Context: an optimization exercise on an open-source flow, tuned for small area, a short achievable clock period and few clock cycles. The choices shown serve that exercise and are no tape-out recipe.
Function was checked by simulation only, so behaviour that the tests miss may differ from the original.
No activity file was given, so power comes from the tool's default toggle rates.

$ cat flow/design.v
`default_nettype none
package hts_pkg;
    localparam int unsigned NUM_CORNERS = 8;
    localparam int unsigned NUM_MINS    = 6;
    localparam int unsigned MAX_TETS    = 6;
    localparam int unsigned TET_WIDTH   = 32;
    typedef logic [2:0] t_corner;
    typedef logic [2:0] t_tet_idx;
    typedef logic [1:0] t_nbits;
    typedef logic [2:0] t_diag;
    typedef enum logic [1:0] {
        ROT_NONE = 2'd0,
        ROT_120  = 2'd1,
        ROT_240  = 2'd2
    } t_rot;
    localparam t_tet_idx TET_LAST_FIVE = 3'd4;
    localparam t_tet_idx TET_LAST_SIX  = 3'd5;
    function automatic t_corner corner_perm(input t_corner r, input t_corner k);
        case ({r, k})
            6'd0: corner_perm = 3'd0; 6'd1: corner_perm = 3'd1; 6'd2: corner_perm = 3'd2; 6'd3: corner_perm = 3'd3;
            6'd4: corner_perm = 3'd4; 6'd5: corner_perm = 3'd5; 6'd6: corner_perm = 3'd6; 6'd7: corner_perm = 3'd7;
            6'd8: corner_perm = 3'd1; 6'd9: corner_perm = 3'd0; 6'd10: corner_perm = 3'd4; 6'd11: corner_perm = 3'd5;
            6'd12: corner_perm = 3'd2; 6'd13: corner_perm = 3'd3; 6'd14: corner_perm = 3'd7; 6'd15: corner_perm = 3'd6;
            6'd16: corner_perm = 3'd2; 6'd17: corner_perm = 3'd1; 6'd18: corner_perm = 3'd5; 6'd19: corner_perm = 3'd6;
            6'd20: corner_perm = 3'd3; 6'd21: corner_perm = 3'd0; 6'd22: corner_perm = 3'd4; 6'd23: corner_perm = 3'd7;
            6'd24: corner_perm = 3'd3; 6'd25: corner_perm = 3'd0; 6'd26: corner_perm = 3'd1; 6'd27: corner_perm = 3'd2;
            6'd28: corner_perm = 3'd7; 6'd29: corner_perm = 3'd4; 6'd30: corner_perm = 3'd5; 6'd31: corner_perm = 3'd6;
            6'd32: corner_perm = 3'd4; 6'd33: corner_perm = 3'd0; 6'd34: corner_perm = 3'd3; 6'd35: corner_perm = 3'd7;
            6'd36: corner_perm = 3'd5; 6'd37: corner_perm = 3'd1; 6'd38: corner_perm = 3'd2; 6'd39: corner_perm = 3'd6;
            6'd40: corner_perm = 3'd5; 6'd41: corner_perm = 3'd1; 6'd42: corner_perm = 3'd0; 6'd43: corner_perm = 3'd4;
            6'd44: corner_perm = 3'd6; 6'd45: corner_perm = 3'd2; 6'd46: corner_perm = 3'd3; 6'd47: corner_perm = 3'd7;
            6'd48: corner_perm = 3'd6; 6'd49: corner_perm = 3'd2; 6'd50: corner_perm = 3'd1; 6'd51: corner_perm = 3'd5;
            6'd52: corner_perm = 3'd7; 6'd53: corner_perm = 3'd3; 6'd54: corner_perm = 3'd0; 6'd55: corner_perm = 3'd4;
            6'd56: corner_perm = 3'd7; 6'd57: corner_perm = 3'd3; 6'd58: corner_perm = 3'd2; 6'd59: corner_perm = 3'd6;
            6'd60: corner_perm = 3'd4; 6'd61: corner_perm = 3'd0; 6'd62: corner_perm = 3'd1; 6'd63: corner_perm = 3'd5;
            default: corner_perm = 3'd0;
        endcase
    endfunction
    function automatic t_rot rot_of_bits(input t_diag bits);
        case (bits)
            3'd0: rot_of_bits = t_rot'(2'd0);
            3'd1: rot_of_bits = t_rot'(2'd1);
            3'd2: rot_of_bits = t_rot'(2'd2);
            3'd3: rot_of_bits = t_rot'(2'd0);
            3'd4: rot_of_bits = t_rot'(2'd0);
            3'd5: rot_of_bits = t_rot'(2'd2);
            3'd6: rot_of_bits = t_rot'(2'd1);
            3'd7: rot_of_bits = t_rot'(2'd0);
            default: rot_of_bits = t_rot'(2'd0);
        endcase
    endfunction
    function automatic t_corner split_tab(input t_nbits n, input t_tet_idx k, input logic [1:0] c);
        case ({n, k, c})
            7'd0: split_tab = 3'd0; 7'd1: split_tab = 3'd1; 7'd2: split_tab = 3'd2; 7'd3: split_tab = 3'd5;
            7'd4: split_tab = 3'd0; 7'd5: split_tab = 3'd2; 7'd6: split_tab = 3'd7; 7'd7: split_tab = 3'd5;
            7'd8: split_tab = 3'd0; 7'd9: split_tab = 3'd2; 7'd10: split_tab = 3'd3; 7'd11: split_tab = 3'd7;
            7'd12: split_tab = 3'd0; 7'd13: split_tab = 3'd5; 7'd14: split_tab = 3'd7; 7'd15: split_tab = 3'd4;
            7'd16: split_tab = 3'd2; 7'd17: split_tab = 3'd7; 7'd18: split_tab = 3'd5; 7'd19: split_tab = 3'd6;
            7'd20: split_tab = 3'd0; 7'd21: split_tab = 3'd0; 7'd22: split_tab = 3'd0; 7'd23: split_tab = 3'd0;
            7'd32: split_tab = 3'd0; 7'd33: split_tab = 3'd5; 7'd34: split_tab = 3'd7; 7'd35: split_tab = 3'd4;
            7'd36: split_tab = 3'd0; 7'd37: split_tab = 3'd1; 7'd38: split_tab = 3'd7; 7'd39: split_tab = 3'd5;
            7'd40: split_tab = 3'd1; 7'd41: split_tab = 3'd6; 7'd42: split_tab = 3'd7; 7'd43: split_tab = 3'd5;
            7'd44: split_tab = 3'd0; 7'd45: split_tab = 3'd7; 7'd46: split_tab = 3'd2; 7'd47: split_tab = 3'd3;
            7'd48: split_tab = 3'd0; 7'd49: split_tab = 3'd7; 7'd50: split_tab = 3'd1; 7'd51: split_tab = 3'd2;
            7'd52: split_tab = 3'd1; 7'd53: split_tab = 3'd7; 7'd54: split_tab = 3'd6; 7'd55: split_tab = 3'd2;
            7'd64: split_tab = 3'd0; 7'd65: split_tab = 3'd4; 7'd66: split_tab = 3'd5; 7'd67: split_tab = 3'd6;
            7'd68: split_tab = 3'd0; 7'd69: split_tab = 3'd3; 7'd70: split_tab = 3'd7; 7'd71: split_tab = 3'd6;
            7'd72: split_tab = 3'd0; 7'd73: split_tab = 3'd7; 7'd74: split_tab = 3'd4; 7'd75: split_tab = 3'd6;
            7'd76: split_tab = 3'd0; 7'd77: split_tab = 3'd1; 7'd78: split_tab = 3'd2; 7'd79: split_tab = 3'd5;
            7'd80: split_tab = 3'd0; 7'd81: split_tab = 3'd3; 7'd82: split_tab = 3'd6; 7'd83: split_tab = 3'd2;
            7'd84: split_tab = 3'd0; 7'd85: split_tab = 3'd6; 7'd86: split_tab = 3'd5; 7'd87: split_tab = 3'd2;
            7'd96: split_tab = 3'd0; 7'd97: split_tab = 3'd2; 7'd98: split_tab = 3'd3; 7'd99: split_tab = 3'd6;
            7'd100: split_tab = 3'd0; 7'd101: split_tab = 3'd3; 7'd102: split_tab = 3'd7; 7'd103: split_tab = 3'd6;
            7'd104: split_tab = 3'd0; 7'd105: split_tab = 3'd7; 7'd106: split_tab = 3'd4; 7'd107: split_tab = 3'd6;
            7'd108: split_tab = 3'd0; 7'd109: split_tab = 3'd5; 7'd110: split_tab = 3'd6; 7'd111: split_tab = 3'd4;
            7'd112: split_tab = 3'd1; 7'd113: split_tab = 3'd5; 7'd114: split_tab = 3'd6; 7'd115: split_tab = 3'd0;
            7'd116: split_tab = 3'd1; 7'd117: split_tab = 3'd6; 7'd118: split_tab = 3'd2; 7'd119: split_tab = 3'd0;
            default: split_tab = 3'd0;
        endcase
    endfunction
    function automatic t_corner rot_map(input t_rot rot, input t_corner l);
        case ({rot, l})
            5'b01_001: rot_map = 3'd4;
            5'b01_100: rot_map = 3'd3;
            5'b01_011: rot_map = 3'd1;
            5'b01_101: rot_map = 3'd7;
            5'b01_111: rot_map = 3'd2;
            5'b01_010: rot_map = 3'd5;
            5'b10_001: rot_map = 3'd3;
            5'b10_011: rot_map = 3'd4;
            5'b10_100: rot_map = 3'd1;
            5'b10_101: rot_map = 3'd2;
            5'b10_010: rot_map = 3'd7;
            5'b10_111: rot_map = 3'd5;
            default:   rot_map = l;
        endcase
    endfunction
    function automatic logic [1:0] cmp8(input logic [7:0] a, input logic [7:0] b);
        logic [7:0] l0, g0;
        logic [3:0] l1, g1;
        logic [1:0] l2, g2;
        l0 = ~a & b;
        g0 = a & ~b;
        for (int i = 0; i < 4; i++) begin
            l1[i] = l0[2*i+1] | (~g0[2*i+1] & l0[2*i]);
            g1[i] = g0[2*i+1] | (~l0[2*i+1] & g0[2*i]);
        end
        for (int i = 0; i < 2; i++) begin
            l2[i] = l1[2*i+1] | (~g1[2*i+1] & l1[2*i]);
            g2[i] = g1[2*i+1] | (~l1[2*i+1] & g1[2*i]);
        end
        cmp8[1] = l2[1] | (~g2[1] & l2[0]);
        cmp8[0] = g2[1] | (~l2[1] & g2[0]);
    endfunction
    function automatic t_nbits nbits(input t_diag d);
        case (d)
            3'b000:                 nbits = 2'd0;
            3'b001, 3'b010, 3'b100: nbits = 2'd1;
            3'b011, 3'b101, 3'b110: nbits = 2'd2;
            default:                nbits = 2'd3;
        endcase
    endfunction
    function automatic logic [7:0] onehot(input t_corner c);
        for (int i = 0; i < 8; i++) begin
            onehot[i] = (c == 3'(i));
        end
    endfunction
endpackage
`default_nettype wire
`default_nettype none
module hexahedron_to_tetrahedra_split #(
    parameter int unsigned INDEX_WIDTH = 32
) (
    input  logic                          i_clk,
    input  logic                          i_rst_n,
    input  logic                          i_valid,
    output logic                          o_stall,
    input  logic [INDEX_WIDTH-1:0]        i_vertex_0,
    input  logic [INDEX_WIDTH-1:0]        i_vertex_1,
    input  logic [INDEX_WIDTH-1:0]        i_vertex_2,
    input  logic [INDEX_WIDTH-1:0]        i_vertex_3,
    input  logic [INDEX_WIDTH-1:0]        i_vertex_4,
    input  logic [INDEX_WIDTH-1:0]        i_vertex_5,
    input  logic [INDEX_WIDTH-1:0]        i_vertex_6,
    input  logic [INDEX_WIDTH-1:0]        i_vertex_7,
    output logic                          o_valid,
    input  logic                          i_stall,
    output logic [hts_pkg::TET_WIDTH-1:0] o_tet_a,
    output logic [hts_pkg::TET_WIDTH-1:0] o_tet_b,
    output logic [hts_pkg::TET_WIDTH-1:0] o_tet_c,
    output logic [hts_pkg::TET_WIDTH-1:0] o_tet_d,
    output logic                          o_last_of_run
);
    localparam int unsigned W  = INDEX_WIDTH;
    localparam int unsigned NB = W / 8;        
    logic [7:0][W-1:0] w_in_v;
    assign w_in_v[0] = i_vertex_0;
    assign w_in_v[1] = i_vertex_1;
    assign w_in_v[2] = i_vertex_2;
    assign w_in_v[3] = i_vertex_3;
    assign w_in_v[4] = i_vertex_4;
    assign w_in_v[5] = i_vertex_5;
    assign w_in_v[6] = i_vertex_6;
    assign w_in_v[7] = i_vertex_7;
    logic [NB-1:0] r_ph;                    
    logic          r_done;                  
    logic          w_first;
    logic [7:0][7:0] w_byte;
    assign w_first = r_ph[0];
    always_comb begin
        for (int k = 0; k < 8; k++) begin
            w_byte[k] = '0;
            for (int b = 0; b < NB; b++) begin
                w_byte[k] = w_byte[k] | (w_in_v[k][8*b +: 8] & {8{r_ph[b]}});
            end
        end
    end
    logic [7:0][7:0] r_lt;
    function automatic logic is_edge(input int i, input int j);
        case (i * 8 + j)
            1, 3, 4, 10, 13, 19, 22, 31, 37, 39, 46, 55: is_edge = 1'b1;
            default: is_edge = 1'b0;
        endcase
    endfunction
    logic [7:0][7:0][1:0] w_cmp;
    always_comb begin
        w_cmp = '0;
        for (int x = 1; x < 8; x++) begin
            for (int y = 0; y < x; y++) begin
                w_cmp[x][y] = hts_pkg::cmp8(w_byte[x], w_byte[y]);
            end
        end
    end
    always_ff @(posedge i_clk) begin
        for (int x = 1; x < 8; x++) begin
            for (int y = 0; y < x; y++) begin
                r_lt[x][y] <= w_cmp[x][y][1] || (!w_cmp[x][y][0] && !w_first && r_lt[x][y]);
                if (is_edge(y, x)) begin
                    r_lt[y][x] <= w_cmp[x][y][0] || (!w_cmp[x][y][1] && !w_first && r_lt[y][x]);
                end
            end
        end
    end
    logic [7:0]       w_win;                 
    logic [7:0][2:0]  w_dr;                  
    logic [3:0][7:0]  w_sel0;                
    hts_pkg::t_diag   w_bits;
    logic [2:0]       w_m;                   
    logic [2:0][2:0]  w_sig;                 
    logic [3:1][2:0]  w_loc0;                
    logic [3:1][2:0]  w_code0;               
    logic [2:0]       r_m;                   
    logic [2:0][2:0]  r_sig;
    hts_pkg::t_nbits  r_n;                   
    logic [5:0]       r_k;                   
    logic [3:0][2:0]  s_loc;                 
    logic [3:0][2:0]  s_code;                
    logic [3:0][7:0]  s_sel;                 
    assign w_win[0] = !r_lt[1][0] && !r_lt[2][0] && !r_lt[3][0] && !r_lt[4][0] && !r_lt[5][0] && !r_lt[6][0] && !r_lt[7][0];
    assign w_dr[0][2] = (r_lt[1][2] || r_lt[6][2]) && (r_lt[1][5] || r_lt[6][5]);
    assign w_dr[0][1] = (r_lt[3][2] || r_lt[6][2]) && (r_lt[3][7] || r_lt[6][7]);
    assign w_dr[0][0] = (r_lt[4][5] || r_lt[6][5]) && (r_lt[4][7] || r_lt[6][7]);
    assign w_win[1] = r_lt[1][0] && !r_lt[2][1] && !r_lt[3][1] && !r_lt[4][1] && !r_lt[5][1] && !r_lt[6][1] && !r_lt[7][1];
    assign w_dr[1][2] = (r_lt[0][4] || r_lt[7][4]) && (r_lt[0][3] || r_lt[7][3]);
    assign w_dr[1][1] = (r_lt[5][4] || r_lt[7][4]) && (r_lt[5][6] || r_lt[7][6]);
    assign w_dr[1][0] = (r_lt[2][3] || r_lt[7][3]) && (r_lt[2][6] || r_lt[7][6]);
    assign w_win[2] = r_lt[2][0] && r_lt[2][1] && !r_lt[3][2] && !r_lt[4][2] && !r_lt[5][2] && !r_lt[6][2] && !r_lt[7][2];
    assign w_dr[2][2] = (r_lt[1][5] || r_lt[4][5]) && (r_lt[1][0] || r_lt[4][0]);
    assign w_dr[2][1] = (r_lt[6][5] || r_lt[4][5]) && (r_lt[6][7] || r_lt[4][7]);
    assign w_dr[2][0] = (r_lt[3][0] || r_lt[4][0]) && (r_lt[3][7] || r_lt[4][7]);
    assign w_win[3] = r_lt[3][0] && r_lt[3][1] && r_lt[3][2] && !r_lt[4][3] && !r_lt[5][3] && !r_lt[6][3] && !r_lt[7][3];
    assign w_dr[3][2] = (r_lt[0][1] || r_lt[5][1]) && (r_lt[0][4] || r_lt[5][4]);
    assign w_dr[3][1] = (r_lt[2][1] || r_lt[5][1]) && (r_lt[2][6] || r_lt[5][6]);
    assign w_dr[3][0] = (r_lt[7][4] || r_lt[5][4]) && (r_lt[7][6] || r_lt[5][6]);
    assign w_win[4] = r_lt[4][0] && r_lt[4][1] && r_lt[4][2] && r_lt[4][3] && !r_lt[5][4] && !r_lt[6][4] && !r_lt[7][4];
    assign w_dr[4][2] = (r_lt[0][3] || r_lt[2][3]) && (r_lt[0][1] || r_lt[2][1]);
    assign w_dr[4][1] = (r_lt[7][3] || r_lt[2][3]) && (r_lt[7][6] || r_lt[2][6]);
    assign w_dr[4][0] = (r_lt[5][1] || r_lt[2][1]) && (r_lt[5][6] || r_lt[2][6]);
    assign w_win[5] = r_lt[5][0] && r_lt[5][1] && r_lt[5][2] && r_lt[5][3] && r_lt[5][4] && !r_lt[6][5] && !r_lt[7][5];
    assign w_dr[5][2] = (r_lt[1][0] || r_lt[3][0]) && (r_lt[1][2] || r_lt[3][2]);
    assign w_dr[5][1] = (r_lt[4][0] || r_lt[3][0]) && (r_lt[4][7] || r_lt[3][7]);
    assign w_dr[5][0] = (r_lt[6][2] || r_lt[3][2]) && (r_lt[6][7] || r_lt[3][7]);
    assign w_win[6] = r_lt[6][0] && r_lt[6][1] && r_lt[6][2] && r_lt[6][3] && r_lt[6][4] && r_lt[6][5] && !r_lt[7][6];
    assign w_dr[6][2] = (r_lt[2][1] || r_lt[0][1]) && (r_lt[2][3] || r_lt[0][3]);
    assign w_dr[6][1] = (r_lt[5][1] || r_lt[0][1]) && (r_lt[5][4] || r_lt[0][4]);
    assign w_dr[6][0] = (r_lt[7][3] || r_lt[0][3]) && (r_lt[7][4] || r_lt[0][4]);
    assign w_win[7] = r_lt[7][0] && r_lt[7][1] && r_lt[7][2] && r_lt[7][3] && r_lt[7][4] && r_lt[7][5] && r_lt[7][6];
    assign w_dr[7][2] = (r_lt[3][2] || r_lt[1][2]) && (r_lt[3][0] || r_lt[1][0]);
    assign w_dr[7][1] = (r_lt[6][2] || r_lt[1][2]) && (r_lt[6][5] || r_lt[1][5]);
    assign w_dr[7][0] = (r_lt[4][0] || r_lt[1][0]) && (r_lt[4][5] || r_lt[1][5]);
    assign w_sel0[0] = w_win;
    assign w_m[0] = w_win[1] || w_win[2] || w_win[5] || w_win[6];
    assign w_m[1] = w_win[2] || w_win[3] || w_win[6] || w_win[7];
    assign w_m[2] = w_win[4] || w_win[5] || w_win[6] || w_win[7];
    assign w_sig[0][0] = (w_win[0] && (w_dr[0] == 3'b000 || w_dr[0] == 3'b011 || w_dr[0] == 3'b100 || w_dr[0] == 3'b111)) || (w_win[1] && (w_dr[1] == 3'b000 || w_dr[1] == 3'b011 || w_dr[1] == 3'b100 || w_dr[1] == 3'b111)) || (w_win[2] && (w_dr[2] == 3'b001 || w_dr[2] == 3'b110)) || (w_win[3] && (w_dr[3] == 3'b010 || w_dr[3] == 3'b101)) || (w_win[4] && (w_dr[4] == 3'b001 || w_dr[4] == 3'b110)) || (w_win[5] && (w_dr[5] == 3'b010 || w_dr[5] == 3'b101)) || (w_win[6] && (w_dr[6] == 3'b001 || w_dr[6] == 3'b110)) || (w_win[7] && (w_dr[7] == 3'b010 || w_dr[7] == 3'b101));
    assign w_sig[0][1] = (w_win[0] && (w_dr[0] == 3'b001 || w_dr[0] == 3'b110)) || (w_win[1] && (w_dr[1] == 3'b001 || w_dr[1] == 3'b110)) || (w_win[2] && (w_dr[2] == 3'b010 || w_dr[2] == 3'b101)) || (w_win[3] && (w_dr[3] == 3'b000 || w_dr[3] == 3'b011 || w_dr[3] == 3'b100 || w_dr[3] == 3'b111)) || (w_win[4] && (w_dr[4] == 3'b010 || w_dr[4] == 3'b101)) || (w_win[5] && (w_dr[5] == 3'b000 || w_dr[5] == 3'b011 || w_dr[5] == 3'b100 || w_dr[5] == 3'b111)) || (w_win[6] && (w_dr[6] == 3'b010 || w_dr[6] == 3'b101)) || (w_win[7] && (w_dr[7] == 3'b000 || w_dr[7] == 3'b011 || w_dr[7] == 3'b100 || w_dr[7] == 3'b111));
    assign w_sig[0][2] = (w_win[0] && (w_dr[0] == 3'b010 || w_dr[0] == 3'b101)) || (w_win[1] && (w_dr[1] == 3'b010 || w_dr[1] == 3'b101)) || (w_win[2] && (w_dr[2] == 3'b000 || w_dr[2] == 3'b011 || w_dr[2] == 3'b100 || w_dr[2] == 3'b111)) || (w_win[3] && (w_dr[3] == 3'b001 || w_dr[3] == 3'b110)) || (w_win[4] && (w_dr[4] == 3'b000 || w_dr[4] == 3'b011 || w_dr[4] == 3'b100 || w_dr[4] == 3'b111)) || (w_win[5] && (w_dr[5] == 3'b001 || w_dr[5] == 3'b110)) || (w_win[6] && (w_dr[6] == 3'b000 || w_dr[6] == 3'b011 || w_dr[6] == 3'b100 || w_dr[6] == 3'b111)) || (w_win[7] && (w_dr[7] == 3'b001 || w_dr[7] == 3'b110));
    assign w_sig[1][0] = (w_win[0] && (w_dr[0] == 3'b010 || w_dr[0] == 3'b101)) || (w_win[1] && (w_dr[1] == 3'b001 || w_dr[1] == 3'b110)) || (w_win[2] && (w_dr[2] == 3'b000 || w_dr[2] == 3'b011 || w_dr[2] == 3'b100 || w_dr[2] == 3'b111)) || (w_win[3] && (w_dr[3] == 3'b000 || w_dr[3] == 3'b011 || w_dr[3] == 3'b100 || w_dr[3] == 3'b111)) || (w_win[4] && (w_dr[4] == 3'b010 || w_dr[4] == 3'b101)) || (w_win[5] && (w_dr[5] == 3'b001 || w_dr[5] == 3'b110)) || (w_win[6] && (w_dr[6] == 3'b010 || w_dr[6] == 3'b101)) || (w_win[7] && (w_dr[7] == 3'b001 || w_dr[7] == 3'b110));
    assign w_sig[1][1] = (w_win[0] && (w_dr[0] == 3'b000 || w_dr[0] == 3'b011 || w_dr[0] == 3'b100 || w_dr[0] == 3'b111)) || (w_win[1] && (w_dr[1] == 3'b010 || w_dr[1] == 3'b101)) || (w_win[2] && (w_dr[2] == 3'b001 || w_dr[2] == 3'b110)) || (w_win[3] && (w_dr[3] == 3'b001 || w_dr[3] == 3'b110)) || (w_win[4] && (w_dr[4] == 3'b000 || w_dr[4] == 3'b011 || w_dr[4] == 3'b100 || w_dr[4] == 3'b111)) || (w_win[5] && (w_dr[5] == 3'b010 || w_dr[5] == 3'b101)) || (w_win[6] && (w_dr[6] == 3'b000 || w_dr[6] == 3'b011 || w_dr[6] == 3'b100 || w_dr[6] == 3'b111)) || (w_win[7] && (w_dr[7] == 3'b010 || w_dr[7] == 3'b101));
    assign w_sig[1][2] = (w_win[0] && (w_dr[0] == 3'b001 || w_dr[0] == 3'b110)) || (w_win[1] && (w_dr[1] == 3'b000 || w_dr[1] == 3'b011 || w_dr[1] == 3'b100 || w_dr[1] == 3'b111)) || (w_win[2] && (w_dr[2] == 3'b010 || w_dr[2] == 3'b101)) || (w_win[3] && (w_dr[3] == 3'b010 || w_dr[3] == 3'b101)) || (w_win[4] && (w_dr[4] == 3'b001 || w_dr[4] == 3'b110)) || (w_win[5] && (w_dr[5] == 3'b000 || w_dr[5] == 3'b011 || w_dr[5] == 3'b100 || w_dr[5] == 3'b111)) || (w_win[6] && (w_dr[6] == 3'b001 || w_dr[6] == 3'b110)) || (w_win[7] && (w_dr[7] == 3'b000 || w_dr[7] == 3'b011 || w_dr[7] == 3'b100 || w_dr[7] == 3'b111));
    assign w_sig[2][0] = (w_win[0] && (w_dr[0] == 3'b001 || w_dr[0] == 3'b110)) || (w_win[1] && (w_dr[1] == 3'b010 || w_dr[1] == 3'b101)) || (w_win[2] && (w_dr[2] == 3'b010 || w_dr[2] == 3'b101)) || (w_win[3] && (w_dr[3] == 3'b001 || w_dr[3] == 3'b110)) || (w_win[4] && (w_dr[4] == 3'b000 || w_dr[4] == 3'b011 || w_dr[4] == 3'b100 || w_dr[4] == 3'b111)) || (w_win[5] && (w_dr[5] == 3'b000 || w_dr[5] == 3'b011 || w_dr[5] == 3'b100 || w_dr[5] == 3'b111)) || (w_win[6] && (w_dr[6] == 3'b000 || w_dr[6] == 3'b011 || w_dr[6] == 3'b100 || w_dr[6] == 3'b111)) || (w_win[7] && (w_dr[7] == 3'b000 || w_dr[7] == 3'b011 || w_dr[7] == 3'b100 || w_dr[7] == 3'b111));
    assign w_sig[2][1] = (w_win[0] && (w_dr[0] == 3'b010 || w_dr[0] == 3'b101)) || (w_win[1] && (w_dr[1] == 3'b000 || w_dr[1] == 3'b011 || w_dr[1] == 3'b100 || w_dr[1] == 3'b111)) || (w_win[2] && (w_dr[2] == 3'b000 || w_dr[2] == 3'b011 || w_dr[2] == 3'b100 || w_dr[2] == 3'b111)) || (w_win[3] && (w_dr[3] == 3'b010 || w_dr[3] == 3'b101)) || (w_win[4] && (w_dr[4] == 3'b001 || w_dr[4] == 3'b110)) || (w_win[5] && (w_dr[5] == 3'b001 || w_dr[5] == 3'b110)) || (w_win[6] && (w_dr[6] == 3'b001 || w_dr[6] == 3'b110)) || (w_win[7] && (w_dr[7] == 3'b001 || w_dr[7] == 3'b110));
    assign w_sig[2][2] = (w_win[0] && (w_dr[0] == 3'b000 || w_dr[0] == 3'b011 || w_dr[0] == 3'b100 || w_dr[0] == 3'b111)) || (w_win[1] && (w_dr[1] == 3'b001 || w_dr[1] == 3'b110)) || (w_win[2] && (w_dr[2] == 3'b001 || w_dr[2] == 3'b110)) || (w_win[3] && (w_dr[3] == 3'b000 || w_dr[3] == 3'b011 || w_dr[3] == 3'b100 || w_dr[3] == 3'b111)) || (w_win[4] && (w_dr[4] == 3'b010 || w_dr[4] == 3'b101)) || (w_win[5] && (w_dr[5] == 3'b010 || w_dr[5] == 3'b101)) || (w_win[6] && (w_dr[6] == 3'b010 || w_dr[6] == 3'b101)) || (w_win[7] && (w_dr[7] == 3'b010 || w_dr[7] == 3'b101));
    assign w_loc0[1][0] = w_bits == 3'b000 || w_bits == 3'b001 || w_bits == 3'b010 || w_bits == 3'b100 || w_bits == 3'b111;
    assign w_loc0[1][1] = w_bits == 3'b111;
    assign w_loc0[1][2] = w_bits == 3'b001 || w_bits == 3'b010 || w_bits == 3'b011 || w_bits == 3'b100 || w_bits == 3'b101 || w_bits == 3'b110;
    assign w_code0[1][0] = ((w_sig[0][0] && w_loc0[1][0]) || (w_sig[0][1] && w_loc0[1][1]) || (w_sig[0][2] && w_loc0[1][2])) ^ w_m[0];
    assign w_code0[1][1] = ((w_sig[1][0] && w_loc0[1][0]) || (w_sig[1][1] && w_loc0[1][1]) || (w_sig[1][2] && w_loc0[1][2])) ^ w_m[1];
    assign w_code0[1][2] = ((w_sig[2][0] && w_loc0[1][0]) || (w_sig[2][1] && w_loc0[1][1]) || (w_sig[2][2] && w_loc0[1][2])) ^ w_m[2];
    assign w_sel0[1][0] = (w_code0[1] == 3'd0);
    assign w_sel0[1][1] = (w_code0[1] == 3'd1);
    assign w_sel0[1][2] = (w_code0[1] == 3'd3);
    assign w_sel0[1][3] = (w_code0[1] == 3'd2);
    assign w_sel0[1][4] = (w_code0[1] == 3'd4);
    assign w_sel0[1][5] = (w_code0[1] == 3'd5);
    assign w_sel0[1][6] = (w_code0[1] == 3'd7);
    assign w_sel0[1][7] = (w_code0[1] == 3'd6);
    assign w_loc0[2][0] = w_bits == 3'b000 || w_bits == 3'b011 || w_bits == 3'b101 || w_bits == 3'b110;
    assign w_loc0[2][1] = w_bits == 3'b000 || w_bits == 3'b001 || w_bits == 3'b010 || w_bits == 3'b100 || w_bits == 3'b111;
    assign w_loc0[2][2] = w_bits == 3'b001 || w_bits == 3'b010 || w_bits == 3'b011 || w_bits == 3'b100 || w_bits == 3'b101 || w_bits == 3'b110;
    assign w_code0[2][0] = ((w_sig[0][0] && w_loc0[2][0]) || (w_sig[0][1] && w_loc0[2][1]) || (w_sig[0][2] && w_loc0[2][2])) ^ w_m[0];
    assign w_code0[2][1] = ((w_sig[1][0] && w_loc0[2][0]) || (w_sig[1][1] && w_loc0[2][1]) || (w_sig[1][2] && w_loc0[2][2])) ^ w_m[1];
    assign w_code0[2][2] = ((w_sig[2][0] && w_loc0[2][0]) || (w_sig[2][1] && w_loc0[2][1]) || (w_sig[2][2] && w_loc0[2][2])) ^ w_m[2];
    assign w_sel0[2][0] = (w_code0[2] == 3'd0);
    assign w_sel0[2][1] = (w_code0[2] == 3'd1);
    assign w_sel0[2][2] = (w_code0[2] == 3'd3);
    assign w_sel0[2][3] = (w_code0[2] == 3'd2);
    assign w_sel0[2][4] = (w_code0[2] == 3'd4);
    assign w_sel0[2][5] = (w_code0[2] == 3'd5);
    assign w_sel0[2][6] = (w_code0[2] == 3'd7);
    assign w_sel0[2][7] = (w_code0[2] == 3'd6);
    assign w_loc0[3][0] = w_bits == 3'b000 || w_bits == 3'b011 || w_bits == 3'b101 || w_bits == 3'b110 || w_bits == 3'b111;
    assign w_loc0[3][1] = w_bits == 3'b011 || w_bits == 3'b101 || w_bits == 3'b110 || w_bits == 3'b111;
    assign w_loc0[3][2] = w_bits == 3'b000 || w_bits == 3'b001 || w_bits == 3'b010 || w_bits == 3'b011 || w_bits == 3'b100 || w_bits == 3'b101 || w_bits == 3'b110 || w_bits == 3'b111;
    assign w_code0[3][0] = ((w_sig[0][0] && w_loc0[3][0]) || (w_sig[0][1] && w_loc0[3][1]) || (w_sig[0][2] && w_loc0[3][2])) ^ w_m[0];
    assign w_code0[3][1] = ((w_sig[1][0] && w_loc0[3][0]) || (w_sig[1][1] && w_loc0[3][1]) || (w_sig[1][2] && w_loc0[3][2])) ^ w_m[1];
    assign w_code0[3][2] = ((w_sig[2][0] && w_loc0[3][0]) || (w_sig[2][1] && w_loc0[3][1]) || (w_sig[2][2] && w_loc0[3][2])) ^ w_m[2];
    assign w_sel0[3][0] = (w_code0[3] == 3'd0);
    assign w_sel0[3][1] = (w_code0[3] == 3'd1);
    assign w_sel0[3][2] = (w_code0[3] == 3'd3);
    assign w_sel0[3][3] = (w_code0[3] == 3'd2);
    assign w_sel0[3][4] = (w_code0[3] == 3'd4);
    assign w_sel0[3][5] = (w_code0[3] == 3'd5);
    assign w_sel0[3][6] = (w_code0[3] == 3'd7);
    assign w_sel0[3][7] = (w_code0[3] == 3'd6);
    assign s_loc[0][0] = (r_k[1] && (r_n == 2'd1)) || (r_k[3] && (r_n == 2'd0 || r_n == 2'd3)) || (r_k[4] && (r_n == 2'd1 || r_n == 2'd3));
    assign s_loc[0][1] = (r_k[3] && (r_n == 2'd0));
    assign s_loc[0][2] = '0;
    assign s_loc[1][0] = (r_k[0] && (r_n == 2'd0 || r_n == 2'd1)) || (r_k[1] && (r_n == 2'd0 || r_n == 2'd1)) || (r_k[2] && (r_n == 2'd0 || r_n == 2'd2 || r_n == 2'd3)) || (r_k[3] && (r_n == 2'd3)) || (r_k[4] && (r_n == 2'd2 || r_n == 2'd3));
    assign s_loc[1][1] = (r_k[0] && (r_n == 2'd0 || r_n == 2'd2 || r_n == 2'd3)) || r_k[1] || (r_k[2] && (r_n == 2'd1)) || (r_k[3] && (r_n == 2'd0 || r_n == 2'd1 || r_n == 2'd2)) || (r_k[4] && (r_n == 2'd1 || r_n == 2'd2 || r_n == 2'd3));
    assign s_loc[1][2] = (r_k[1] && (r_n == 2'd1 || r_n == 2'd2 || r_n == 2'd3)) || (r_k[2] && (r_n == 2'd0 || r_n == 2'd1 || r_n == 2'd3)) || (r_k[3] && (r_n == 2'd0 || r_n == 2'd1 || r_n == 2'd3)) || (r_k[4] && (r_n == 2'd1 || r_n == 2'd2 || r_n == 2'd3));
    assign s_loc[2][0] = (r_k[2] && (r_n == 2'd1 || r_n == 2'd2 || r_n == 2'd3)) || r_k[3] || (r_k[4] && (r_n == 2'd1 || r_n == 2'd2 || r_n == 2'd3));
    assign s_loc[2][1] = r_k[0] || (r_k[1] && (r_n == 2'd0 || r_n == 2'd1)) || r_k[2] || (r_k[3] && (r_n == 2'd2 || r_n == 2'd3)) || (r_k[4] && (r_n == 2'd1 || r_n == 2'd3));
    assign s_loc[2][2] = r_k[0] || (r_k[1] && (r_n == 2'd1 || r_n == 2'd2 || r_n == 2'd3)) || (r_k[2] && (r_n == 2'd0 || r_n == 2'd3)) || (r_k[3] && (r_n == 2'd0 || r_n == 2'd2 || r_n == 2'd3)) || (r_k[4] && (r_n == 2'd1 || r_n == 2'd2));
    assign s_loc[3][0] = r_k[0] || (r_k[1] && (r_n == 2'd1 || r_n == 2'd2 || r_n == 2'd3)) || (r_k[2] && (r_n == 2'd2)) || (r_k[3] && (r_n == 2'd0 || r_n == 2'd1 || r_n == 2'd2)) || (r_k[4] && (r_n == 2'd1 || r_n == 2'd2));
    assign s_loc[3][1] = (r_k[0] && (r_n == 2'd2 || r_n == 2'd3)) || (r_k[1] && (r_n == 2'd0 || r_n == 2'd2 || r_n == 2'd3)) || (r_k[2] && (r_n == 2'd1)) || (r_k[3] && (r_n == 2'd0 || r_n == 2'd1 || r_n == 2'd2)) || (r_k[4] && (r_n == 2'd1 || r_n == 2'd2));
    assign s_loc[3][2] = r_k[0] || r_k[1] || (r_k[2] && (r_n == 2'd0 || r_n == 2'd2 || r_n == 2'd3)) || (r_k[3] && (r_n == 2'd0));
    assign s_code[0][0] = ((r_sig[0][0] && s_loc[0][0]) || (r_sig[0][1] && s_loc[0][1]) || (r_sig[0][2] && s_loc[0][2])) ^ r_m[0];
    assign s_code[0][1] = ((r_sig[1][0] && s_loc[0][0]) || (r_sig[1][1] && s_loc[0][1]) || (r_sig[1][2] && s_loc[0][2])) ^ r_m[1];
    assign s_code[0][2] = ((r_sig[2][0] && s_loc[0][0]) || (r_sig[2][1] && s_loc[0][1]) || (r_sig[2][2] && s_loc[0][2])) ^ r_m[2];
    assign s_sel[0][0] = (s_code[0] == 3'd0);
    assign s_sel[0][1] = (s_code[0] == 3'd1);
    assign s_sel[0][2] = (s_code[0] == 3'd3);
    assign s_sel[0][3] = (s_code[0] == 3'd2);
    assign s_sel[0][4] = (s_code[0] == 3'd4);
    assign s_sel[0][5] = (s_code[0] == 3'd5);
    assign s_sel[0][6] = (s_code[0] == 3'd7);
    assign s_sel[0][7] = (s_code[0] == 3'd6);
    assign s_code[1][0] = ((r_sig[0][0] && s_loc[1][0]) || (r_sig[0][1] && s_loc[1][1]) || (r_sig[0][2] && s_loc[1][2])) ^ r_m[0];
    assign s_code[1][1] = ((r_sig[1][0] && s_loc[1][0]) || (r_sig[1][1] && s_loc[1][1]) || (r_sig[1][2] && s_loc[1][2])) ^ r_m[1];
    assign s_code[1][2] = ((r_sig[2][0] && s_loc[1][0]) || (r_sig[2][1] && s_loc[1][1]) || (r_sig[2][2] && s_loc[1][2])) ^ r_m[2];
    assign s_sel[1][0] = (s_code[1] == 3'd0);
    assign s_sel[1][1] = (s_code[1] == 3'd1);
    assign s_sel[1][2] = (s_code[1] == 3'd3);
    assign s_sel[1][3] = (s_code[1] == 3'd2);
    assign s_sel[1][4] = (s_code[1] == 3'd4);
    assign s_sel[1][5] = (s_code[1] == 3'd5);
    assign s_sel[1][6] = (s_code[1] == 3'd7);
    assign s_sel[1][7] = (s_code[1] == 3'd6);
    assign s_code[2][0] = ((r_sig[0][0] && s_loc[2][0]) || (r_sig[0][1] && s_loc[2][1]) || (r_sig[0][2] && s_loc[2][2])) ^ r_m[0];
    assign s_code[2][1] = ((r_sig[1][0] && s_loc[2][0]) || (r_sig[1][1] && s_loc[2][1]) || (r_sig[1][2] && s_loc[2][2])) ^ r_m[1];
    assign s_code[2][2] = ((r_sig[2][0] && s_loc[2][0]) || (r_sig[2][1] && s_loc[2][1]) || (r_sig[2][2] && s_loc[2][2])) ^ r_m[2];
    assign s_sel[2][0] = (s_code[2] == 3'd0);
    assign s_sel[2][1] = (s_code[2] == 3'd1);
    assign s_sel[2][2] = (s_code[2] == 3'd3);
    assign s_sel[2][3] = (s_code[2] == 3'd2);
    assign s_sel[2][4] = (s_code[2] == 3'd4);
    assign s_sel[2][5] = (s_code[2] == 3'd5);
    assign s_sel[2][6] = (s_code[2] == 3'd7);
    assign s_sel[2][7] = (s_code[2] == 3'd6);
    assign s_code[3][0] = ((r_sig[0][0] && s_loc[3][0]) || (r_sig[0][1] && s_loc[3][1]) || (r_sig[0][2] && s_loc[3][2])) ^ r_m[0];
    assign s_code[3][1] = ((r_sig[1][0] && s_loc[3][0]) || (r_sig[1][1] && s_loc[3][1]) || (r_sig[1][2] && s_loc[3][2])) ^ r_m[1];
    assign s_code[3][2] = ((r_sig[2][0] && s_loc[3][0]) || (r_sig[2][1] && s_loc[3][1]) || (r_sig[2][2] && s_loc[3][2])) ^ r_m[2];
    assign s_sel[3][0] = (s_code[3] == 3'd0);
    assign s_sel[3][1] = (s_code[3] == 3'd1);
    assign s_sel[3][2] = (s_code[3] == 3'd3);
    assign s_sel[3][3] = (s_code[3] == 3'd2);
    assign s_sel[3][4] = (s_code[3] == 3'd4);
    assign s_sel[3][5] = (s_code[3] == 3'd5);
    assign s_sel[3][6] = (s_code[3] == 3'd7);
    assign s_sel[3][7] = (s_code[3] == 3'd6);
    always_comb begin
        w_bits = '0;
        for (int i = 0; i < 8; i++) begin
            if (w_win[i]) begin
                w_bits = w_bits | w_dr[i];
            end
        end
    end
    logic [7:0][W-1:0]     r_v;
    logic                  r_vld;
    logic                  r_last;
    logic [3:0][7:0]       r_sel;                  
    logic w_free;
    logic w_load;
    logic w_take;
    logic w_start;
    assign w_take  = r_vld && !i_stall;
    assign w_start = !r_vld || r_last;             
    assign w_free  = !r_vld || (r_last && !i_stall);
    assign o_stall = !(r_done && w_free);
    assign w_load  = i_valid && r_done && w_free;
    logic s_last;
    assign s_last = (r_k[3] && r_n == 2'd0) || r_k[4];
    always_ff @(posedge i_clk) begin
        if (!i_rst_n) begin
            r_vld  <= 1'b0;
            r_ph   <= NB'(1);
            r_done <= 1'b0;
        end else begin
            if (w_load) begin
                r_vld <= 1'b1;
            end else if (w_take && r_last) begin
                r_vld <= 1'b0;
            end
            if (w_load) begin
                r_ph   <= NB'(1);
                r_done <= 1'b0;
            end else if (i_valid && !r_done) begin
                if (!r_ph[NB-1]) begin
                    r_ph <= {r_ph[NB-2:0], 1'b0};
                end
                r_done <= r_ph[NB-1];
            end
        end
    end
    always_ff @(posedge i_clk) begin
        if (r_done && w_free) begin
            r_v    <= w_in_v;
            r_n    <= hts_pkg::nbits(w_bits);
            r_m    <= w_m;
            r_sig  <= w_sig;
        end
        if (w_load || w_take) begin
            if (w_start) begin
                r_k    <= 6'b000001;
                r_sel  <= w_sel0;
                r_last <= 1'b0;
            end else begin
                r_k    <= {r_k[4:0], 1'b0};
                r_sel  <= s_sel;
                r_last <= s_last;
            end
        end
    end
    logic [3:0][W-1:0] w_tet;
    always_comb begin
        w_tet = '0;
        for (int c = 0; c < 4; c++) begin
            for (int k = 0; k < 8; k++) begin
                w_tet[c] = w_tet[c] | (r_v[k] & {W{r_sel[c][k]}});
            end
        end
    end
    assign o_valid       = r_vld;
    assign o_last_of_run = r_last;
    assign o_tet_a       = w_tet[0];
    assign o_tet_b       = w_tet[1];
    assign o_tet_c       = w_tet[2];
    assign o_tet_d       = w_tet[3];
endmodule
`default_nettype wire
$ cat flow/flow/run.sh
#!/bin/bash
# Standard layout, with the port buffers made of plain buf_1 cells instead of
# the default delay buffers. Every tool's output goes to a log in this folder.
set -euo pipefail
echo 'export BUFFER_PORTS_ARGS = -buffer_cell sky130_fd_sc_hd__buf_1' >> config.mk
bash standard.sh > standard_flow.log 2>&1
$ cat flow/standard.sh
#!/bin/bash
# synth_recipe.tcl (not shown) runs the flow's synth.tcl, then flattens the netlist and writes it again
# the make line also repeats each setting of config.mk as NAME=value (left out here)
make -C /OpenROAD-flow-scripts/flow DESIGN_CONFIG=/design/flow/config.mk WORK_HOME=/design/flow/orfs CLKGATE_MAP_FILE= SYNTH_SCRIPT=/design/flow/synth_recipe.tcl "${@:-finish}"
$ cat flow/config.mk
export PLATFORM = sky130hd
export DESIGN_NAME = hexahedron_to_tetrahedra_split
export DESIGN_NICKNAME = hexahedron_to_tetrahedra_split
export VERILOG_FILES = /design/flow/design.v
export SDC_FILE = /design/flow/constraint.sdc
export NUM_CORES = 4
export LEC_CHECK = 0
export CAP_MARGIN = 20
export CORE_MARGIN = 2
export CORE_UTILIZATION = 50
export CTS_CLUSTER_SIZE = 30
export SETUP_SLACK_MARGIN = 3.1
export SLEW_MARGIN = 20
export BUFFER_PORTS_ARGS = -buffer_cell sky130_fd_sc_hd__buf_1
$ cat flow/constraint.sdc
create_clock -name core_clock -period 6.5 [get_ports {i_clk}]
set_input_delay 1.3000 -clock core_clock [delete_from_list [all_inputs] [get_ports {i_clk}]]
set_output_delay 1.3000 -clock core_clock [all_outputs]
set_load 0.01 [all_outputs]
==> results of run 1 <==
==> registers in the layout, summed over array words and instances (netlist names) <==
signal  flops
r_m         3
r_sig       9
r_sel      32
r_done      1
r_last      1
r_n         2
r_lt       40
r_k         5
r_vld       1
r_v       256
r_ph        4
==> per-layer routing <==
layer	track usage	vias to the layer above	wire length (um)
li1	-	10320	-
met1	0.6181	12700	43120
met2	0.7023	3056	51680
met3	0.2402	975	25610
met4	0.2995	19	12130
met5	0.01042	-	269
==> cell families (layout without fill, tap and decap cells) <==
group / count (synthesis) / in the layout / synth area share
AO/OA/AOI/OAI: 1002 / 1002 / 0.3169
XOR/XNOR: 18 / 18 / 0.006855
adder cells (fa/ha/maj): 154 / 154 / 0.06997
buffers and inverters: 230 / 682 / 0.03928
flip-flops: 354 / 354 / 0.4422
multiplexers: 20 / 20 / 0.008759
other: 0 / 8 / 0
AND/OR/NAND/NOR: 503 / 503 / 0.1160
==> cell type report <==
type | count | area share
antenna | 8 | 0.0007006
inverter | 34 | 0.004729
sequential | 354 | 0.3575
clock inverter | 18 | 0.004816
clock buffer | 59 | 0.04006
multi-input combinational | 1697 | 0.4402
tap | 600 | 0.02627
timing repair buffer | 571 | 0.1257
==> timing repair <==
item | 4_1_cts | 5_1_grt
pin swaps | 9 | 33
gates resized for setup | 90 | 137
setup endpoints to repair | 119 | 50
cloned | 0 | 15
setup buffers | 43 | 73
endpoints found under the hold margin | 0 | 0
==> power groups by stage <==
stage	combinational, mW	sequential (mW)	clock, mW
2_1_floorplan	1.15	2.72	0
3_3_place_gp	1.68	2.80	0
3_5_place_dp	1.69	2.81	0
4_1_cts	1.84	2.77	2.29
5_1_grt	2.13	2.82	2.38
6_report	2.05	2.83	2.33
==> how the worst max path moves through the flow <==
stage          slack, ns        startpoint                  end  cells after the start
2_1_floorplan       0.61           i_stall     r_m[0]$_DFFE_PP_                      3
3_3_place_gp        2.30    i_vertex_6[16]     r_lt[52]$_DFF_P_                     10
3_5_place_dp        2.25     i_vertex_3[4]     r_lt[35]$_DFF_P_                     10
4_1_cts             3.06  r_lt[41]$_DFF_P_  r_sel[13]$_DFFE_PP_                     10
5_1_grt             2.87  r_lt[43]$_DFF_P_  r_sel[17]$_DFFE_PP_                     11
6_report            2.94  r_lt[43]$_DFF_P_  r_sel[13]$_DFFE_PP_                     10
==> worst register-to-register path, delay by kind of cell, from the launching register on <==
family | cells | cell delay [ns]
AND/OR/NAND/NOR | 8 | 2.66
AO/OA/AOI/OAI | 1 | 0.08
flip-flops | 1 | 0.38
buffers and inverters | 1 | 0.16
==> cell usage in the layout, fill, tap and decap left out, drive strengths merged, types with 12 or more instances in the layout <==
cell type  Yosys  layout
clkinv         1      12
o22ai         66      66
a211oi        25      25
nand4        131     131
inv           33      35
o21ai         74      74
clkbuf       165      76
ha            22      22
a221oi        30      30
and2          52      52
a21o          14      14
dfxtp         46      46
nand2        159     159
o211ai        18      18
edfxtp       308     308
a22o          16      16
nor2          66      66
a31oi         18      18
maj3         131     131
buf           31     554
nor3          22      22
mux2i         19      19
a21oi         56      56
a22oi        625     625
==> summary.txt, run 1 <==
run status=finished clean; P_sw=2.547 mW; GR Overflow Total=0; largest cells by area after synthesis=edfxtp_1 (40%), a22oi_1 (20%), maj3_1 (5.6%); fin crit period=3.555 ns; CP arrival=3.90 ns; Critical Path Max Stage Delay=just under 0.6 ns; total number of yosys warnings=1; kind of critical path=flop to flop; clock share of power=0.323; cell internal pwr=4.661 mW; Logic pwr share=0.284; height of the die=218.5 um; antenna-violating nets left=0; CP required=a little under 7 ns; overall routing resource usage=0.5002; vias in the first global route=about 24k; Max Clock Freq=around 280 MHz; Post-Layout Cell Count=3,341; instance count of the mapped netlist=2,281; final worst-path cycle share=0.5469; Syn Nets=2,564; gpl congestion=approximately 1.1; Post-synth EDFFs=308; Slew @ Worst Pin=0.9341 ns; final setup violating endpoints=0; Tot Pwr=between 7 and 8 mW; Final Hold Viols=0; hold_sp=r_done$_SDFFE_PP0P_; Filler Cells Inserted=~3.7k; CTS Hold Bufs=0; max_cap viols=0; layout cells sized above 1=0.1533; clk root buf=clkbuf_16; CP cell instances=or4_4 > nor3_1 > a2111oi_2 > nor4b_4 > buf_4 > or3_1 > and3_4 > or4_4 > and3_4 > and3_1; Reg-to-Reg End=r_sel[13]$_DFFE_PP_; dpl ws=~2.2 ns; Max VDD drop=around 0.2 mV; Initial Utilization=0.5068; initial antenna violation count=14; Iter 0 DRT Violations=between 7k and 8k; die width=218.5 um; placed cell area=between 20,000 and 25,000 um^2; H-tree depth=2; worst hold path endpoint=r_done$_SDFFE_PP0P_; Final nets=2,983; CTS buffer count=42; share of the synthesized area in the top cell type=0.4022; final worst slack=2.945 ns; worst path buffer plus inverter count=1; die area=47,720 um^2; clk buf depth=3; DRC viols=0; Mapped Avg Cell Area=10.08 um^2; Synth Cell Area=roughly 23,000 um^2; sequential cell area=between 10,000 and 15,000 um^2; R2R cell count=10; worst reg2reg setup slack=2.94 ns; RSZ-0062 raised after global routing=true; Yosys reg bits=between 300 and 400; clk_skew=0.02522 ns; Async SR Flop Fraction=0; pwr/cell area=252.2 nW/um^2; worst-path fanout max=7; Finished Cell Area=28,580 um^2; Cell variety after synth=81; Startpoint Class=flop; dpl cells=roughly 3.1k; routed vias/inst=~8.1; Seq/Total Area, Yosys=0.4422; Sequential Power Share=0.393; area of the multi-input gates=12,580 um^2; predominant post-synthesis flop cell=edfxtp_1; TritonRoute pass-1 iters=14; I/O Pins=between 300 and 400; slowest CP cell=or4_4; Cell Rows=78; FF-to-FF Start=r_lt[43]$_DFF_P_; clk slew on worst S/H paths=0.06 ns; dpl hpwl=~80,000 um; Routed WL per cell=about 40 um; Worst setup EP type=flop; fin util=0.6297; worst hold slack=0.5670 ns; Hold Crit Depth=2; Leak Pwr=9.423 nW; CP delay by family, top=simple AND/OR/NAND/NOR gates; Net Sw Frac=0.3534; Synth area leader=edfxtp_1; most common cell in the netlist=a22oi_1; Core Area=roughly 45,000 um^2; clock latency at the later pin of the worst-skew pair=0.61 ns; via count=27.07k; final wirelength=132,800 um; setup TNS=0 ns; CTS tree=built; PortBufs=390; max-slew violations=0; Slew headroom=0.3773; top cells by count, synth=a22oi_1 (625), edfxtp_1 (308), clkbuf_1 (163), nand2_1 (159), nand4_1 (131); clock tree sinks=354; global-route wire length before repair=between 150,000 and 200,000 um; Hold Path Class=flop to flop; largest net degree at the start of global routing=between 100 and 150; P&R area growth vs syn=24.26%
Testbench counts, summed over its fixed seeds: cycles 18,491.
==> inputs of run 2 (changes only) <==
--- a/flow/config.mk
+++ b/flow/config.mk
@@ -8,7 +8,7 @@
 export CAP_MARGIN = 20
 export CORE_MARGIN = 2
 export CORE_UTILIZATION = 50
-export CTS_CLUSTER_SIZE = 30
+export PLACE_DENSITY = 0.75
 export SETUP_SLACK_MARGIN = 3.1
 export SLEW_MARGIN = 20
 export BUFFER_PORTS_ARGS = -buffer_cell sky130_fd_sc_hd__buf_1
==> run 2 against run 1 <==
Synthesized cell count stayed put. Die area stayed put. Flip-flop and latch count stayed put. Via count is 1.7% lower. Clock skew is 0.0098 ns lower. Synthesized area stayed put. Non-clock buffer count is 34 lower. Critical path type unchanged.
==> summary.txt, run 2 <==
run status=finished clean (unchanged); Core Area=45,380 um^2 (unchanged); Syn Nets=2,564 (unchanged); fin crit period=3.514 ns (was 3.555 ns); antenna-violating nets left=0 (unchanged); Max Clock Freq=284.6 MHz (was 281.3 MHz); P&R area growth vs syn=22.75% (was 24.26%); final setup violating endpoints=0 (unchanged); Critical Path Max Stage Delay=0.57 ns (was 0.59 ns); max FFs per register=256 (unchanged); Post-synth EDFFs=308 (unchanged); I/O Pins=391 (unchanged); CTS buffer count=41 (was 42); Async SR Flop Fraction=0 (unchanged); clock tree sinks=354 (unchanged); share of the synthesized area in the top cell type=0.4022 (unchanged); Mapped Avg Cell Area=10.08 um^2 (unchanged); dpl hpwl=80,490 um (was 82,440 um); Leak Pwr=9.180 nW (was 9.423 nW); height of the die=218.5 um (unchanged); setup TNS=0 ns (unchanged); commonest non-fill, non-tap cells in the layout=a22oi_1 (596), buf_1 (384), edfxtp_1 (308) (was a22oi_1 (601), buf_1 (385), edfxtp_1 (308)); TritonRoute pass-1 iters=11 (was 14); slowest CP cell=dfxtp_1 (was or4_4); RSZ-0062 raised after global routing=true (unchanged); Hold Path Class=flop to flop (unchanged); clk_skew=0.01538 ns (was 0.02522 ns); gpl congestion=1.076 (was 1.064); crit path to=r_sel[31]$_DFFE_PP_ (was r_sel[13]$_DFFE_PP_); worst-path fanout max=4 (was 7); Synth area leader=edfxtp_1 (unchanged); R2R cell count=11 (was 10); Initial Utilization=0.5068 (unchanged); H-tree depth=2 (unchanged); routed vias/inst=8.056 (was 8.101); largest cells by area after synthesis=edfxtp_1 (40%), a22oi_1 (20%), maj3_1 (5.6%) (unchanged); final wirelength=125,700 um (was 132,800 um); Startpoint Class=flop (unchanged); final worst-path cycle share=0.5406 (was 0.5469); die width=218.5 um (unchanged); max-slew violations=0 (unchanged); Iter 0 DRT Violations=6,982 (was 7,122); Routed WL per cell=38.09 um (was 39.75 um); Max VDD drop=0.2625 mV (was 0.2042 mV); instance count of the mapped netlist=2,281 (unchanged); Largest regs=r_v x256, r_lt x40, r_sel x32 (unchanged); Cell variety after synth=81 (unchanged); FF-to-FF Start=r_lt[42]$_DFF_P_ (was r_lt[43]$_DFF_P_); kind of critical path=flop to flop (unchanged); fin util=0.6220 (was 0.6297); DRC viols=0 (unchanged); PortBufs=390 (unchanged); clk buf depth=3 (unchanged); CTS Hold Bufs=0 (unchanged); Reg-to-Reg End=r_sel[31]$_DFFE_PP_ (was r_sel[13]$_DFFE_PP_); most common cell in the netlist=a22oi_1 (unchanged); Slew headroom=0.3905 (was 0.3773); Yosys reg bits=354 (unchanged); CTS tree=built (unchanged); Filler Cells Inserted=3,755 (was 3,737); CP cell instances=or3b_4 > nor3_4 > a2111oi_2 > nor4b_4 > fa_1 > inv_2 > o31ai_2 > a221oi_2 > mux2i_2 > and2_4 > nor3_1 (was or4_4 > nor3_1 > a2111oi_2 > nor4b_4 > buf_4 > or3_1 > and3_4 > or4_4 > and3_4 > and3_1); max_cap viols=0 (unchanged); CP arrival=3.84 ns (was 3.90 ns); Worst setup EP type=flop (unchanged); pwr/cell area=255.1 nW/um^2 (was 252.2 nW/um^2); worst reg2reg setup slack=2.99 ns (was 2.94 ns); layout cells sized above 1=0.1487 (was 0.1533); via count=26.59k (was 27.07k); global-route wire length before repair=167,400 um (was 171,300 um); initial antenna violation count=8 (was 14); clock latency at the later pin of the worst-skew pair=0.59 ns (was 0.61 ns); Cell Rows=78 (unchanged); CP Launch Point=r_lt[42]$_DFF_P_ (was r_lt[43]$_DFF_P_); Synth Cell Area=23,000 um^2 (unchanged); top cells by count, synth=a22oi_1 (625), edfxtp_1 (308), clkbuf_1 (163), nand2_1 (159), nand4_1 (131) (unchanged); vias in the first global route=24.41k (was 24.21k); predominant post-synthesis flop cell=edfxtp_1 (unchanged); Slew @ Worst Pin=0.9142 ns (was 0.9341 ns); Top reg by flops=r_v (unchanged); clk root buf=clkbuf_16 (unchanged); GR Overflow Total=0 (unchanged); CP required=6.83 ns (was 6.84 ns); die area=47,720 um^2 (unchanged); clk slew on worst S/H paths=0.06 ns (about the same); Final nets=2,948 (was 2,983); Final Hold Viols=0 (unchanged); total number of yosys warnings=1 (unchanged); commonest non-fill, non-tap cell in the layout=a22oi_1 (unchanged); overall routing resource usage=0.4875 (was 0.5002); largest net degree at the start of global routing=133 (was 140); Seq/Total Area, Yosys=0.4422 (unchanged)
==> run 2: cell type report <==
class,instances,area [um^2],area share
flip-flops and latches,354,10210,0.3616
multi-input cells,1697,12690,0.4495
inverters,34,132.6,0.004698
diodes,5,12.51,0.0004432
well taps,600,750.7,0.02659
clock inverters,22,153.9,0.005452
clock buffers,52,1120,0.03967
repair buffers,537,3161,0.1120
==> run 2: what timing repair did <==
item / 4_1_cts / 5_1_grt
cloned: 0 / 8
setup endpoints to repair: 150 / 54
pin swaps: 16 / 28
buffers inserted: 38 / 53
gates resized for setup: 91 / 157
==> run 2: report_power, final <==
part / leakage (nW) / total, mW / switching [mW] / internal, mW
sequential: 3.18 / 2.84 / 0.237 / 2.60
clock: 0.613 / 2.26 / 1.00 / 1.26
combinational: 5.39 / 2.10 / 1.29 / 0.807
==> run 2: metal layers <==
| metal | routed length [um] | track usage | vias to the layer above |
|---|---|---|---|
| li1 | - | - | 10250 |
| met1 | 41280 | 0.6101 | 12340 |
| met2 | 49410 | 0.6833 | 3072 |
| met3 | 23780 | 0.2220 | 920 |
| met4 | 11000 | 0.2930 | 10 |
| met5 | 257 | 0.01979 | - |
==> run 2: logic make-up (layout without fill, tap and decap cells) <==
kind of cell    count (synthesis)  in the layout  share of synthesized area
compound gates               1002           1002                     0.3169
xor+xnor                       18             18                   0.006855
fa+ha+maj                     154            154                    0.06997
buf+inv                       230            645                    0.03928
flops                         354            354                     0.4422
mux                            20             20                   0.008759
other cells                     0              5                          0
simple gates                  503            503                     0.1160
==> run 2: per-stage QoR <==
stage / setup WS [ns] / cell area [um^2] / hold slack [ns] / power [mW] / cells
floorplan: 0.6116 / 23160 / 0.5135 / 3.867 / 2281
global placement: 2.303 / 24950 / 0.5639 / 4.468 / 3122
detailed placement: 2.312 / 24950 / 0.5759 / 4.493 / 3122
CTS: 3.076 / 26940 / 0.5804 / 6.864 / 3234
global route: 2.938 / 28220 / 0.6068 / 7.349 / 3299
finish: 2.986 / 28230 / 0.5927 / 7.202 / 3301
==> run 2: how the worst min path moves through the flow <==
stage / from / depth (start not counted) / end / slack [ns]
floorplan: r_done$_SDFFE_PP0P_ / 2 / r_vld$_SDFFE_PN0P_ / 0.51
finish: r_done$_SDFFE_PP0P_ / 2 / r_done$_SDFFE_PP0P_ / 0.59
CTS: r_done$_SDFFE_PP0P_ / 2 / r_done$_SDFFE_PP0P_ / 0.58
global route: r_done$_SDFFE_PP0P_ / 2 / r_done$_SDFFE_PP0P_ / 0.61
global placement: r_done$_SDFFE_PP0P_ / 2 / r_done$_SDFFE_PP0P_ / 0.56
detailed placement: r_done$_SDFFE_PP0P_ / 2 / r_done$_SDFFE_PP0P_ / 0.58
==> run 2: worst max-delay path, delay by kind of cell (launching register included) <==
kind | cells | cell delay, ns
AO/OA/AOI/OAI | 3 | 0.86
AND/OR/NAND/NOR | 5 | 0.93
adder cells (fa/ha/maj) | 1 | 0.46
flip-flops | 1 | 0.57
multiplexers | 1 | 0.35
buffers and inverters | 1 | 0.09

==> afterwards: timing with drivers on the ports <==
Ports are ideal in the flow. The routed layouts listed here were re-timed in OpenROAD. Step 1, drivers: a clkbuf_16 drives i_clk and a buf_2 each remaining input, both assumed. Step 2, shift: input delay + t, output delay - t, t = (earliest + latest rising clock arrival at the registers) / 2. This alone moves slack from input paths to output paths. a / b / c = ideal / step 1 / step 2; a / b = the first two.
run	shift t [ns]	setup WS [ns]	worst setup path at the end	clock arrival spread, ns	worst data-port slew with drivers (ns)
run 1	0.661	2.945 / 2.918 / 2.405	input to register	0.031 / 0.031	0.14
run 2	0.639	2.986 / 2.930 / 2.519	input to register	0.018 / 0.017	0.14
After both steps setup and hold are still met in every run listed. The setup slack of run 1, which loses most, moves by -0.027 ns with the drivers and by -0.540 ns with both steps.
